Background: an optimization exercise with open tools, aiming at small area, a short achievable clock period and few clock cycles per item. Do not read the settings as production practice.
At most, simulation tests tie the RTL to the original design; equivalence was not proved.
No driver is modelled on the clock port, so clock power and skew are understated where the tree is cut down; a real chip needs a root buffer or a tree.
No activity file was given, so power comes from the tool's default toggle rates.

==> inputs of 05-10 <==
==> flow/design.v (excerpt) <==
module lzss_top (
    input  logic        clk,
    input  logic        reset,
    input  logic        in_valid,
    input  logic [7:0]  in_data,
    input  logic        in_last,
    output logic        in_ready,
    output logic        out_valid,
    input  logic        out_ready,
    output logic        out_is_match,
    output logic [7:0]  out_field,
    output logic [1:0]  out_len_code,
    output logic [11:0] enc_num,
    output logic        finish
);
==> flow/config.mk <==
export PLATFORM = sky130hd
export DESIGN_NAME = lzss_top
export DESIGN_NICKNAME = lzss_top
export VERILOG_FILES = /design/flow/design.v
export SDC_FILE = /design/flow/constraint.sdc
export NUM_CORES = 8
export LEC_CHECK = 0
export CAP_MARGIN = 40
export CORE_MARGIN = 2
export CORE_UTILIZATION = 40
export PLACE_DENSITY = 0.75
export SETUP_SLACK_MARGIN = 4.3
export SLEW_MARGIN = 20
==> flow/constraint.sdc <==
create_clock -name core_clock -period 7.0 [get_ports {clk}]
set_input_delay 1.4000 -clock core_clock [delete_from_list [all_inputs] [get_ports {clk}]]
set_output_delay 1.4000 -clock core_clock [all_outputs]
set_load 0.01 [all_outputs]
standard.sh (not shown) runs the stock make flow with config.mk's settings and CLKGATE_MAP_FILE= SYNTH_SCRIPT=/design/flow/synth_recipe.tcl, a recipe that flattens the netlist after the stock synthesis.
==> flow/flow/run.sh <==
#!/bin/bash
# The standard layout, except in the cts step: flow/mycts.tcl, sourced there
# through ORFS's PRE_CTS_TCL hook, stands in for the clock_tree_synthesis
# command. It builds a three-level clock tree of clkbuf_16 over recursive
# bisection clusters of the flip-flops, and rebuilds the buffer tree of the
# history's advance enable the same way (flow/myfanout.tcl). The rest of the
# cts step (legalisation, timing repair) and all other steps are unchanged.
set -o pipefail
export PRE_CTS_TCL="$PWD/flow/mycts.tcl"
export MYCTS_LEAF=20
export MYCTS_MID=4
bash standard.sh finish > standard.log 2>&1
Other scripts of this flow, unchanged in this note and not shown: flow/flow/mycts.tcl, flow/flow/myfanout.tcl
==> 02-19: changes against 05-10 <==
--- a/flow/design.v
+++ b/flow/design.v
@@ -5,12 +5,13 @@
     localparam int NUM_LENGTHS = MAX_MATCH - MIN_MATCH + 1;
     localparam int COUNT_WIDTH = 12;
     localparam int NUM_SLOTS = MAX_MATCH;
     localparam int PART_LEVEL  = 5;
     localparam int PART_BLOCKS = WINDOW_SIZE >> PART_LEVEL;
     typedef struct packed {
+        logic [NUM_LENGTHS-1:0]                                  hit;
         logic [NUM_LENGTHS-1:0][PART_BLOCKS-1:0]                 any;
         logic [NUM_LENGTHS-1:0][PART_BLOCKS-1:0][PART_LEVEL-1:0] idx;
     } match_part_t;
     typedef struct packed {
         logic       is_match;
         logic [7:0] field;
@@ -161,12 +162,13 @@
             lowest_set #(.LO(0), .HI(PL)) u_low (
                 .any_i (by_off[g]),
                 .idx_i ('0),
                 .any_o (part.any[g]),
                 .idx_o (part.idx[g])
             );
+            assign part.hit[g] = |by_off[g];
         end
     endgenerate
 endmodule
 module lowest_set #(
     parameter int LO = 0,
     parameter int HI = 8
@@ -213,17 +215,13 @@
 );
     localparam int NL = lzss_pkg::NUM_LENGTHS;
     localparam int PL = lzss_pkg::PART_LEVEL;
     logic [NL-1:0]        hit;
     logic [NL-1:0]        top_any;
     logic [NL-1:0][7:0]   off;
-    always_comb begin
-        for (int l = 0; l < NL; l++) begin
-            hit[l] = |part.any[l];
-        end
-    end
+    assign hit = part.hit;
     genvar g;
     generate
         for (g = 0; g < NL; g++) begin : g_top
             lowest_set #(.LO(PL), .HI(8)) u_top (
                 .any_i (part.any[g]),
                 .idx_i (part.idx[g]),
@@ -279,59 +277,53 @@
     logic [2:0]             r_len;
     logic [2:0]             skip;
     logic [2:0]             skip_next;
     logic                   skip_nz;
     logic                   push;
     logic                   room;
-    logic [3:0]             r_hit;
     logic [1:0]           ocount;
     logic [1:0]           ocount_next;
     lzss_pkg::codeword_t  o1;
     lzss_pkg::codeword_t  o2;
     logic                 pop;
     match_finish u_finish (
         .part     (r_part),
         .lit_byte (r_lit),
         .cand     (r_cw),
         .cand_len (r_len)
     );
     assign last_byte = head_valid && head_last;
-    always_comb begin
-        for (int l = 0; l < 4; l++) begin
-            r_hit[l] = |r_part.any[l];
-        end
-    end
     assign push = r_valid && !skip_nz;
     assign room = (ocount == 2'd0) || (ocount == 2'd1) || (ocount == 2'd2 && !push);
     assign adv  = (head_valid || flushing) && room;
     assign pop         = out_valid && out_ready;
     assign ocount_next = ocount + 2'(push) - 2'(pop);
     always_comb begin
         skip_next = skip;
         if (r_valid) begin
             if (skip_nz) begin
                 skip_next = skip - 1'b1;
             end else begin
-                skip_next = r_hit[3] ? 3'd4 :
-                            r_hit[2] ? 3'd3 :
-                            r_hit[1] ? 3'd2 :
-                            r_hit[0] ? 3'd1 : 3'd0;
+                skip_next = r_part.hit[3] ? 3'd4 :
+                            r_part.hit[2] ? 3'd3 :
+                            r_part.hit[1] ? 3'd2 :
+                            r_part.hit[0] ? 3'd1 : 3'd0;
             end
         end
     end
     always_comb begin
         uncov_in   = uncov + 4'(adv && head_valid);
         uncov_next = uncov_in;
         done_next  = (uncov_in <= 4'sd0);
         if (push) begin
             uncov_next = uncov_in - 4'(r_len);
             done_next  = (uncov_in <= 4'sd1) ||
-                         (uncov_in == 4'sd2 && r_hit[0]) ||
-                         (uncov_in == 4'sd3 && r_hit[1]) ||
-                         (uncov_in == 4'sd4 && r_hit[2]) ||
-                         (uncov_in == 4'sd5 && r_hit[3]);
+                         (uncov_in == 4'sd2 && r_part.hit[0]) ||
+                         (uncov_in == 4'sd3 && r_part.hit[1]) ||
+                         (uncov_in == 4'sd4 && r_part.hit[2]) ||
+                         (uncov_in == 4'sd5 && r_part.hit[3]);
         end
     end
     always_ff @(posedge clk or posedge reset) begin
         if (reset) begin
             seen_last <= 1'b0;
             flushing  <= 1'b0;
PLACE_DENSITY = not set   (was 0.75)
==> results.txt <==
* Net switching power figure at 0.0298 W
* Count of placed standard cells in the final layout, fillers left out at about 15k
* Final weighted congestion of routability-driven global placement at 0.949
* Result of the run: no timing/DRC/antenna violations
* Capturing element of the worst setup path: out_field[4]
* Worst Path Required at around 5.6 ns
* Signal inverters at between 90 and 100
* CP max-delay cell: edfxtp_1
(the above is from 05-10)
==> results.txt <==
* Result of the run: no timing/DRC/antenna violations
* Worst Path Required at roughly 7.5 ns
* CP max-delay cell: or4_1
* Count of placed standard cells in the final layout, fillers left out at 15.5k
* Capturing element of the worst setup path: u_enc.u_control.r_part[195]
* Net switching power figure at between 0.03 and 0.04 W
* Signal inverters at 91
* Part of the cycle the worst path needs at a little over two fifths
(the above is from 02-19)
Testbench counts of 05-10, summed over its fixed seeds: cycles 8,778, bytes 8,594.
Testbench counts of 02-19, summed over its fixed seeds: cycles 8,778, bytes 8,594.
In every run of this note, the design's own scripts or RTL, not TritonCTS, make the clock network.

==> juniper: inputs <==
==> flow/design.v <==
package lzss_pkg;
    localparam int WINDOW_SIZE = 256;
    localparam int MAX_MATCH   = 5;
    localparam int MIN_MATCH   = 2;
    localparam int NUM_LENGTHS = MAX_MATCH - MIN_MATCH + 1;
    localparam int COUNT_WIDTH = 12;
    localparam int NUM_SLOTS = MAX_MATCH;
    localparam int NUM_GROUPS = 16;
    typedef struct packed {
        logic [NUM_LENGTHS-1:0]         hit;
        logic [NUM_LENGTHS-1:0][7:0]    off;
    } match_part_t;
    typedef struct packed {
        logic       is_match;
        logic [7:0] field;
        logic [1:0] len_code;
    } codeword_t;
endpackage
`timescale 1ns/1ps
module lookahead_buffer (
    input  logic        clk,
    input  logic        reset,
    input  logic        in_valid,
    input  logic [7:0]  in_data,
    input  logic        in_last,
    output logic        in_ready,
    input  logic        pop,
    output logic        head_valid,
    output logic [7:0]  head_data,
    output logic        head_last
);
    logic [1:0] count;
    logic [1:0] count_next;
    logic       accept;
    logic [7:0] data1;
    logic       last1;
    assign accept     = in_valid && in_ready;
    assign count_next = count + 2'(accept) - 2'(pop);
    assign head_valid = (count != 2'd0);
    always_ff @(posedge clk or posedge reset) begin
        if (reset) begin
            count    <= 2'd0;
            in_ready <= 1'b1;
        end else begin
            count    <= count_next;
            in_ready <= (count_next != 2'd2);
        end
    end
    always_ff @(posedge clk) begin
        if (count == 2'd0 || pop) begin
            if (count == 2'd2) begin
                head_data <= data1;
                head_last <= last1;
            end else begin
                head_data <= in_data;
                head_last <= in_last;
            end
        end
        if (accept && (count == 2'd2 || (count == 2'd1 && !pop))) begin
            data1 <= in_data;
            last1 <= in_last;
        end
    end
endmodule
`timescale 1ns/1ps
module history_window (
    input  logic                    clk,
    input  logic                    reset,
    input  logic                    adv,
    input  logic                    real_byte,
    input  logic [7:0]              new_byte,
    output logic [lzss_pkg::NUM_SLOTS-1:0][lzss_pkg::WINDOW_SIZE-1:0] slots,
    output logic [7:0]              lit_byte
);
    localparam int W  = lzss_pkg::WINDOW_SIZE;
    localparam int NS = lzss_pkg::NUM_SLOTS;
    logic [7:0]   hist [W];
    logic [7:0]   fill;
    logic         full;
    logic [W-1:0] older;
    logic [W-1:0] e_new;
    logic [15:0]  hi_gt, hi_eq, lo_gt;
    always_ff @(posedge clk) begin
        if (adv) begin
            hist[0] <= new_byte;
            for (int i = 1; i < W; i++) begin
                hist[i] <= hist[i-1];
            end
        end
    end
    always_ff @(posedge clk or posedge reset) begin
        if (reset) begin
            fill <= '0;
            full <= 1'b0;
        end else if (adv && !full) begin
            fill <= fill + 1'b1;
            if (fill == 8'd255) begin
                full <= 1'b1;
            end
        end
    end
    always_comb begin
        for (int v = 0; v < 16; v++) begin
            hi_gt[v] = (fill[7:4] > 4'(v));
            hi_eq[v] = (fill[7:4] == 4'(v));
            lo_gt[v] = (fill[3:0] > 4'(v));
        end
        for (int j = 0; j < W; j++) begin
            older[j] = full || hi_gt[j / 16] || (hi_eq[j / 16] && lo_gt[j % 16]);
        end
    end
    always_comb begin
        e_new[0] = 1'b0;
        for (int j = 1; j < W; j++) begin
            e_new[j] = (new_byte == hist[j]) && older[j] && real_byte;
        end
    end
    always_ff @(posedge clk) begin
        if (adv) begin
            slots[0] <= e_new;
            for (int k = 1; k < NS; k++) begin
                slots[k] <= slots[k-1];
            end
        end
    end
    assign lit_byte = hist[NS - 1];
endmodule
`timescale 1ns/1ps
module match_select (
    input  logic [lzss_pkg::NUM_SLOTS-1:0][lzss_pkg::WINDOW_SIZE-1:0] slots,
    output lzss_pkg::match_part_t    part
);
    localparam int W  = lzss_pkg::WINDOW_SIZE;
    localparam int NS = lzss_pkg::NUM_SLOTS;
    localparam int NL = lzss_pkg::NUM_LENGTHS;
    logic [W-1:0]          run [lzss_pkg::MAX_MATCH];
    logic [NL-1:0][W-1:0]  by_off;
    always_comb begin
        run[0] = slots[NS-1];
        for (int k = 1; k < lzss_pkg::MAX_MATCH; k++) begin
            run[k] = run[k-1] & slots[NS-1-k];
        end
    end
    always_comb begin
        for (int l = 0; l < NL; l++) begin
            by_off[l] = '0;
            for (int d = 0; d + l + 1 < W; d++) begin
                by_off[l][d] = run[l + 1][d + l + 1];
            end
        end
    end
    genvar g;
    generate
        for (g = 0; g < NL; g++) begin : g_pe
            lowest_set u_pe (
                .v   (by_off[g]),
                .any (part.hit[g]),
                .idx (part.off[g])
            );
        end
    endgenerate
endmodule
module lowest_set (
    input  logic [255:0] v,
    output logic         any,
    output logic [7:0]   idx
);
    localparam int NG = lzss_pkg::NUM_GROUPS;
    localparam int GS = 256 / NG;
    logic [NG-1:0]      g_any;
    logic [NG-1:0][3:0] g_idx;
    logic [NG-1:0]      below;
    logic [NG-1:0]      first;
    always_comb begin
        for (int g = 0; g < NG; g++) begin
            g_any[g] = |v[g*GS +: GS];
            g_idx[g] = '0;
            for (int i = GS - 1; i >= 0; i--) begin
                if (v[g*GS + i]) begin
                    g_idx[g] = 4'(i);
                end
            end
        end
        below[0] = 1'b0;
        for (int g = 1; g < NG; g++) begin
            below[g] = below[g-1] | g_any[g-1];
        end
        first = g_any & ~below;
        any   = |g_any;
        idx   = '0;
        for (int g = 0; g < NG; g++) begin
            idx = idx | ({8{first[g]}} & {4'(g), g_idx[g]});
        end
    end
endmodule
module match_finish (
    input  lzss_pkg::match_part_t    part,
    input  logic [7:0]               lit_byte,
    output lzss_pkg::codeword_t      cand,
    output logic [2:0]               cand_len
);
    always_comb begin
        cand.is_match = part.hit[0];
        cand.field    = part.hit[3] ? part.off[3] :
                        part.hit[2] ? part.off[2] :
                        part.hit[1] ? part.off[1] :
                        part.hit[0] ? part.off[0] : lit_byte;
        cand.len_code = part.hit[3] ? 2'd3 :
                        part.hit[2] ? 2'd2 :
                        part.hit[1] ? 2'd1 : 2'd0;
        cand_len      = part.hit[3] ? 3'd5 :
                        part.hit[2] ? 3'd4 :
                        part.hit[1] ? 3'd3 :
                        part.hit[0] ? 3'd2 : 3'd1;
    end
endmodule
`timescale 1ns/1ps
module encode_control (
    input  logic                                clk,
    input  logic                                reset,
    input  logic                                head_valid,
    input  logic                                head_last,
    output logic                                adv,
    output logic                                real_byte,
    input  lzss_pkg::match_part_t               part,
    input  logic [7:0]                          lit_byte,
    output logic                                out_valid,
    input  logic                                out_ready,
    output lzss_pkg::codeword_t                 out_codeword,
    output logic [lzss_pkg::COUNT_WIDTH-1:0]    enc_num,
    output logic                                finish
);
    localparam int NS = lzss_pkg::NUM_SLOTS;
    logic           seen_last;
    logic [2:0]     pad_cnt;
    logic           flushing;
    logic           flushed;
    logic [NS-1:0]  slot_real;
    logic                   r_valid;
    lzss_pkg::match_part_t  r_part;
    logic [7:0]             r_lit;
    lzss_pkg::codeword_t    r_cw;
    logic [2:0]             r_len;
    logic [2:0]           skip;
    logic                 need_emit;
    logic                 consume;
    logic                 push;
    logic [1:0]           ocount;
    logic [1:0]           ocount_next;
    lzss_pkg::codeword_t  o1;
    logic                 pop;
    match_finish u_finish (
        .part     (r_part),
        .lit_byte (r_lit),
        .cand     (r_cw),
        .cand_len (r_len)
    );
    assign flushing  = seen_last && (pad_cnt != 3'(NS));
    assign flushed   = seen_last && (pad_cnt == 3'(NS));
    assign real_byte = head_valid;
    assign need_emit = r_valid && (skip == 3'd0);
    assign consume   = r_valid && ((skip != 3'd0) || (ocount != 2'd2));
    assign push      = consume && (skip == 3'd0);
    assign adv       = (head_valid || flushing) && (!r_valid || consume);
    assign pop         = out_valid && out_ready;
    assign ocount_next = ocount + 2'(push) - 2'(pop);
    always_ff @(posedge clk or posedge reset) begin
        if (reset) begin
            seen_last <= 1'b0;
            pad_cnt   <= '0;
            slot_real <= '0;
            r_valid   <= 1'b0;
            skip      <= '0;
            ocount    <= '0;
            out_valid <= 1'b0;
            enc_num   <= '0;
            finish    <= 1'b0;
        end else begin
            if (adv) begin
                slot_real <= {slot_real[NS-2:0], head_valid};
                if (head_valid && head_last) begin
                    seen_last <= 1'b1;
                end
                if (flushing) begin
                    pad_cnt <= pad_cnt + 1'b1;
                end
            end
            if (adv) begin
                r_valid <= slot_real[NS-1];
            end else if (consume) begin
                r_valid <= 1'b0;
            end
            if (consume) begin
                if (skip != 3'd0) begin
                    skip <= skip - 1'b1;
                end else begin
                    skip <= r_len - 1'b1;
                end
            end
            ocount    <= ocount_next;
            out_valid <= (ocount_next != 2'd0);
            if (pop) begin
                enc_num <= enc_num + 1'b1;
            end
            if (flushed && !r_valid && ocount_next == 2'd0) begin
                finish <= 1'b1;
            end
        end
    end
    always_ff @(posedge clk) begin
        if (adv) begin
            r_part <= part;
            r_lit  <= lit_byte;
        end
        if (push && (ocount == 2'd0 || (ocount == 2'd1 && pop))) begin
            out_codeword <= r_cw;
        end else if (pop && ocount == 2'd2) begin
            out_codeword <= o1;
        end
        if (push && ocount == 2'd1 && !pop) begin
            o1 <= r_cw;
        end
    end
endmodule
`timescale 1ns/1ps
module lzss_encoder (
    input  logic                                clk,
    input  logic                                reset,
    input  logic                                in_valid,
    input  logic [7:0]                          in_data,
    input  logic                                in_last,
    output logic                                in_ready,
    output logic                                out_valid,
    input  logic                                out_ready,
    output lzss_pkg::codeword_t                 out_codeword,
    output logic [lzss_pkg::COUNT_WIDTH-1:0]    enc_num,
    output logic                                finish
);
    logic                 head_valid;
    logic [7:0]           head_data;
    logic                 head_last;
    logic                 adv;
    logic                 real_byte;
    logic [lzss_pkg::NUM_SLOTS-1:0][lzss_pkg::WINDOW_SIZE-1:0] slots;
    logic [7:0]           lit_byte;
    lzss_pkg::match_part_t part;
    lookahead_buffer u_lookahead (
        .clk        (clk),
        .reset      (reset),
        .in_valid   (in_valid),
        .in_data    (in_data),
        .in_last    (in_last),
        .in_ready   (in_ready),
        .pop        (adv && head_valid),
        .head_valid (head_valid),
        .head_data  (head_data),
        .head_last  (head_last)
    );
    history_window u_history (
        .clk       (clk),
        .reset     (reset),
        .adv       (adv),
        .real_byte (real_byte),
        .new_byte  (head_data),
        .slots     (slots),
        .lit_byte  (lit_byte)
    );
    match_select u_select (
        .slots    (slots),
        .part     (part)
    );
    encode_control u_control (
        .clk          (clk),
        .reset        (reset),
        .head_valid   (head_valid),
        .head_last    (head_last),
        .adv          (adv),
        .real_byte    (real_byte),
        .part         (part),
        .lit_byte     (lit_byte),
        .out_valid    (out_valid),
        .out_ready    (out_ready),
        .out_codeword (out_codeword),
        .enc_num      (enc_num),
        .finish       (finish)
    );
endmodule
`timescale 1ns/1ps
module lzss_top (
    input  logic        clk,
    input  logic        reset,
    input  logic        in_valid,
    input  logic [7:0]  in_data,
    input  logic        in_last,
    output logic        in_ready,
    output logic        out_valid,
    input  logic        out_ready,
    output logic        out_is_match,
    output logic [7:0]  out_field,
    output logic [1:0]  out_len_code,
    output logic [11:0] enc_num,
    output logic        finish
);
    lzss_pkg::codeword_t  out_codeword;
    lzss_encoder u_enc (
        .clk          (clk),
        .reset        (reset),
        .in_valid     (in_valid),
        .in_data      (in_data),
        .in_last      (in_last),
        .in_ready     (in_ready),
        .out_valid    (out_valid),
        .out_ready    (out_ready),
        .out_codeword (out_codeword),
        .enc_num      (enc_num),
        .finish       (finish)
    );
    assign out_is_match = out_codeword.is_match;
    assign out_field    = out_codeword.field;
    assign out_len_code = out_codeword.len_code;
endmodule
==> flow/run.sh <==
#!/bin/bash
# synth_recipe.tcl (not shown) runs the flow's synth.tcl, then flattens the netlist and writes it again
# the make line also repeats each setting of config.mk as NAME=value (left out here)
make -C /OpenROAD-flow-scripts/flow DESIGN_CONFIG=/design/flow/config.mk WORK_HOME=/design/flow/orfs CLKGATE_MAP_FILE= SYNTH_SCRIPT=/design/flow/synth_recipe.tcl finish
==> flow/config.mk <==
export PLATFORM = sky130hd
export DESIGN_NAME = lzss_top
export DESIGN_NICKNAME = lzss_top
export VERILOG_FILES = /design/flow/design.v
export SDC_FILE = /design/flow/constraint.sdc
export NUM_CORES = 8
export LEC_CHECK = 0
export CAP_MARGIN = 40
export CORE_MARGIN = 2
export CORE_UTILIZATION = 40
export CTS_CLUSTER_DIAMETER = 100
export CTS_CLUSTER_SIZE = 25
export SETUP_SLACK_MARGIN = 4.0
export SLEW_MARGIN = 20
==> flow/constraint.sdc <==
create_clock -name core_clock -period 7.0 [get_ports {clk}]
set_input_delay 1.4000 -clock core_clock [delete_from_list [all_inputs] [get_ports {clk}]]
set_output_delay 1.4000 -clock core_clock [all_outputs]
set_load 0.01 [all_outputs]
==> inputs of lagoon, as changes to juniper <==
--- a/flow/design.v
+++ b/flow/design.v
@@ -7,8 +7,9 @@
     localparam int NUM_SLOTS = MAX_MATCH;
     localparam int NUM_GROUPS = 16;
     typedef struct packed {
-        logic [NUM_LENGTHS-1:0]         hit;
-        logic [NUM_LENGTHS-1:0][7:0]    off;
+        logic [NUM_LENGTHS-1:0]           hit;
+        logic [NUM_GROUPS-1:0]            g_any;
+        logic [NUM_GROUPS-1:0][3:0]       g_idx;
     } match_part_t;
     typedef struct packed {
         logic       is_match;
@@ -133,8 +134,13 @@
     localparam int W  = lzss_pkg::WINDOW_SIZE;
     localparam int NS = lzss_pkg::NUM_SLOTS;
     localparam int NL = lzss_pkg::NUM_LENGTHS;
-    logic [W-1:0]          run [lzss_pkg::MAX_MATCH];
-    logic [NL-1:0][W-1:0]  by_off;
+    localparam int NG = lzss_pkg::NUM_GROUPS;
+    localparam int GS = W / NG;
+    logic [W-1:0]              run [lzss_pkg::MAX_MATCH];
+    logic [NL-1:0][W-1:0]      by_off;
+    logic [NL-1:0][NG-1:0]     g_any;
+    logic [NL-1:0][NG-1:0][3:0] g_idx;
+    logic [NL-1:0]             hit;
     always_comb begin
         run[0] = slots[NS-1];
         for (int k = 1; k < lzss_pkg::MAX_MATCH; k++) begin
@@ -149,47 +155,29 @@
             end
         end
     end
-    genvar g;
-    generate
-        for (g = 0; g < NL; g++) begin : g_pe
-            lowest_set u_pe (
-                .v   (by_off[g]),
-                .any (part.hit[g]),
-                .idx (part.off[g])
-            );
-        end
-    endgenerate
-endmodule
-module lowest_set (
-    input  logic [255:0] v,
-    output logic         any,
-    output logic [7:0]   idx
-);
-    localparam int NG = lzss_pkg::NUM_GROUPS;
-    localparam int GS = 256 / NG;
-    logic [NG-1:0]      g_any;
-    logic [NG-1:0][3:0] g_idx;
-    logic [NG-1:0]      below;
-    logic [NG-1:0]      first;
-    always_comb begin
-        for (int g = 0; g < NG; g++) begin
-            g_any[g] = |v[g*GS +: GS];
-            g_idx[g] = '0;
-            for (int i = GS - 1; i >= 0; i--) begin
-                if (v[g*GS + i]) begin
-                    g_idx[g] = 4'(i);
+    always_comb begin
+        for (int l = 0; l < NL; l++) begin
+            for (int g = 0; g < NG; g++) begin
+                g_any[l][g] = |by_off[l][g*GS +: GS];
+                g_idx[l][g] = '0;
+                for (int i = GS - 1; i >= 0; i--) begin
+                    if (by_off[l][g*GS + i]) begin
+                        g_idx[l][g] = 4'(i);
+                    end
                 end
             end
+            hit[l] = |g_any[l];
         end
-        below[0] = 1'b0;
-        for (int g = 1; g < NG; g++) begin
-            below[g] = below[g-1] | g_any[g-1];
-        end
-        first = g_any & ~below;
-        any   = |g_any;
-        idx   = '0;
-        for (int g = 0; g < NG; g++) begin
-            idx = idx | ({8{first[g]}} & {4'(g), g_idx[g]});
+    end
+    always_comb begin
+        part.hit   = hit;
+        part.g_any = g_any[0];
+        part.g_idx = g_idx[0];
+        for (int l = 1; l < NL; l++) begin
+            if (hit[l]) begin
+                part.g_any = g_any[l];
+                part.g_idx = g_idx[l];
+            end
         end
     end
 endmodule
@@ -199,12 +187,21 @@
     output lzss_pkg::codeword_t      cand,
     output logic [2:0]               cand_len
 );
+    localparam int NG = lzss_pkg::NUM_GROUPS;
+    logic [3:0] grp;
+    logic [3:0] low;
+    always_comb begin
+        grp = '0;
+        for (int g = NG - 1; g >= 0; g--) begin
+            if (part.g_any[g]) begin
+                grp = 4'(g);
+            end
+        end
+        low = part.g_idx[grp];
+    end
     always_comb begin
         cand.is_match = part.hit[0];
-        cand.field    = part.hit[3] ? part.off[3] :
-                        part.hit[2] ? part.off[2] :
-                        part.hit[1] ? part.off[1] :
-                        part.hit[0] ? part.off[0] : lit_byte;
+        cand.field    = part.hit[0] ? {grp, low} : lit_byte;
         cand.len_code = part.hit[3] ? 2'd3 :
                         part.hit[2] ? 2'd2 :
                         part.hit[1] ? 2'd1 : 2'd0;
ABC_CLOCK_PERIOD_IN_PS = 3000   (was unset)
CTS_CLUSTER_DIAMETER = unset   (was 100)
CTS_CLUSTER_SIZE = unset   (was 25)
==> metrics.md <==
| Metric | Value |
|---|---|
| Status | `no timing/DRC/antenna violations` |
| Met2 wire length | `202000 µm` |
| Wl on met1 | `194000 µm` |
| H-tree levels | `5` |
| Layout Skew | `0.0519 ns` |
| Signal buffers share of area | `0.0359` |
| Clock latency on the worst-skew pair | `0.99 ns` |
| Fillcell total | `32162` |
| Cell count after placement | `15218` |
| Comb power | `24.5 mW` |
| Cells after synthesis | `10311` |
Source of the figures above: lagoon

==> metrics.md <==
| Metric | Value |
|---|---|
| Cells after synthesis | `10235` |
| H-tree levels | `4` |
| Comb power | `21.4 mW` |
| Cell count after placement | `15151` |
| Pin count of the biggest net entering global routing | `185` |
| Met2 wire length | `215000 µm` |
| Fillcell total | `32308` |
| Wl on met1 | `204000 µm` |
| Signal buffers share of area | `0.0426` |
| Status | `no timing/DRC/antenna violations` |
Source of the figures above: juniper

No functional check of the RTL was part of any run of this note.

==> afterwards: timing with drivers on the ports <==
In the flow no input, the clock included, has a driving cell. The finished layouts below were timed again as built, in two steps.
Step 1 (the two cells are an assumption about what drives the block):
set clk [get_ports {clk}]
set_driving_cell -lib_cell sky130_fd_sc_hd__clkbuf_16 $clk
set_driving_cell -lib_cell sky130_fd_sc_hd__buf_2 [delete_from_list [all_inputs] $clk]
Step 2 moves the port delays by t, midway between the first and last clock arrival at a register: inputs arrive t later, outputs are due t later. That takes back most of the time a late clock gives input paths.
Three values: ideal ports, drivers, drivers and shift; two values: the first two.
run	shift t [ns]	slack for setup (ns)	hold WS [ns]	worst setup path at the end	pins driven straight from the clock port
05-10	0.843	4.178 / 3.969 / 3.709	0.416 / 0.416 / 0.416	input to register	4
02-19	0.861	3.992 / 3.992 / 3.681	0.421 / 0.421 / 0.421	input to register	4
juniper	1.025	3.446 / 3.446 / 3.384	0.428 / 0.428 / 0.428	input to register	1
lagoon	1.070	3.567 / 3.567 / 3.385	0.416 / 0.416 / 0.416	input to register	1
After both steps every run listed still meets setup and hold. The setup slack of 05-10, which loses most, moves by -0.209 ns with the drivers and by -0.469 ns with both steps.
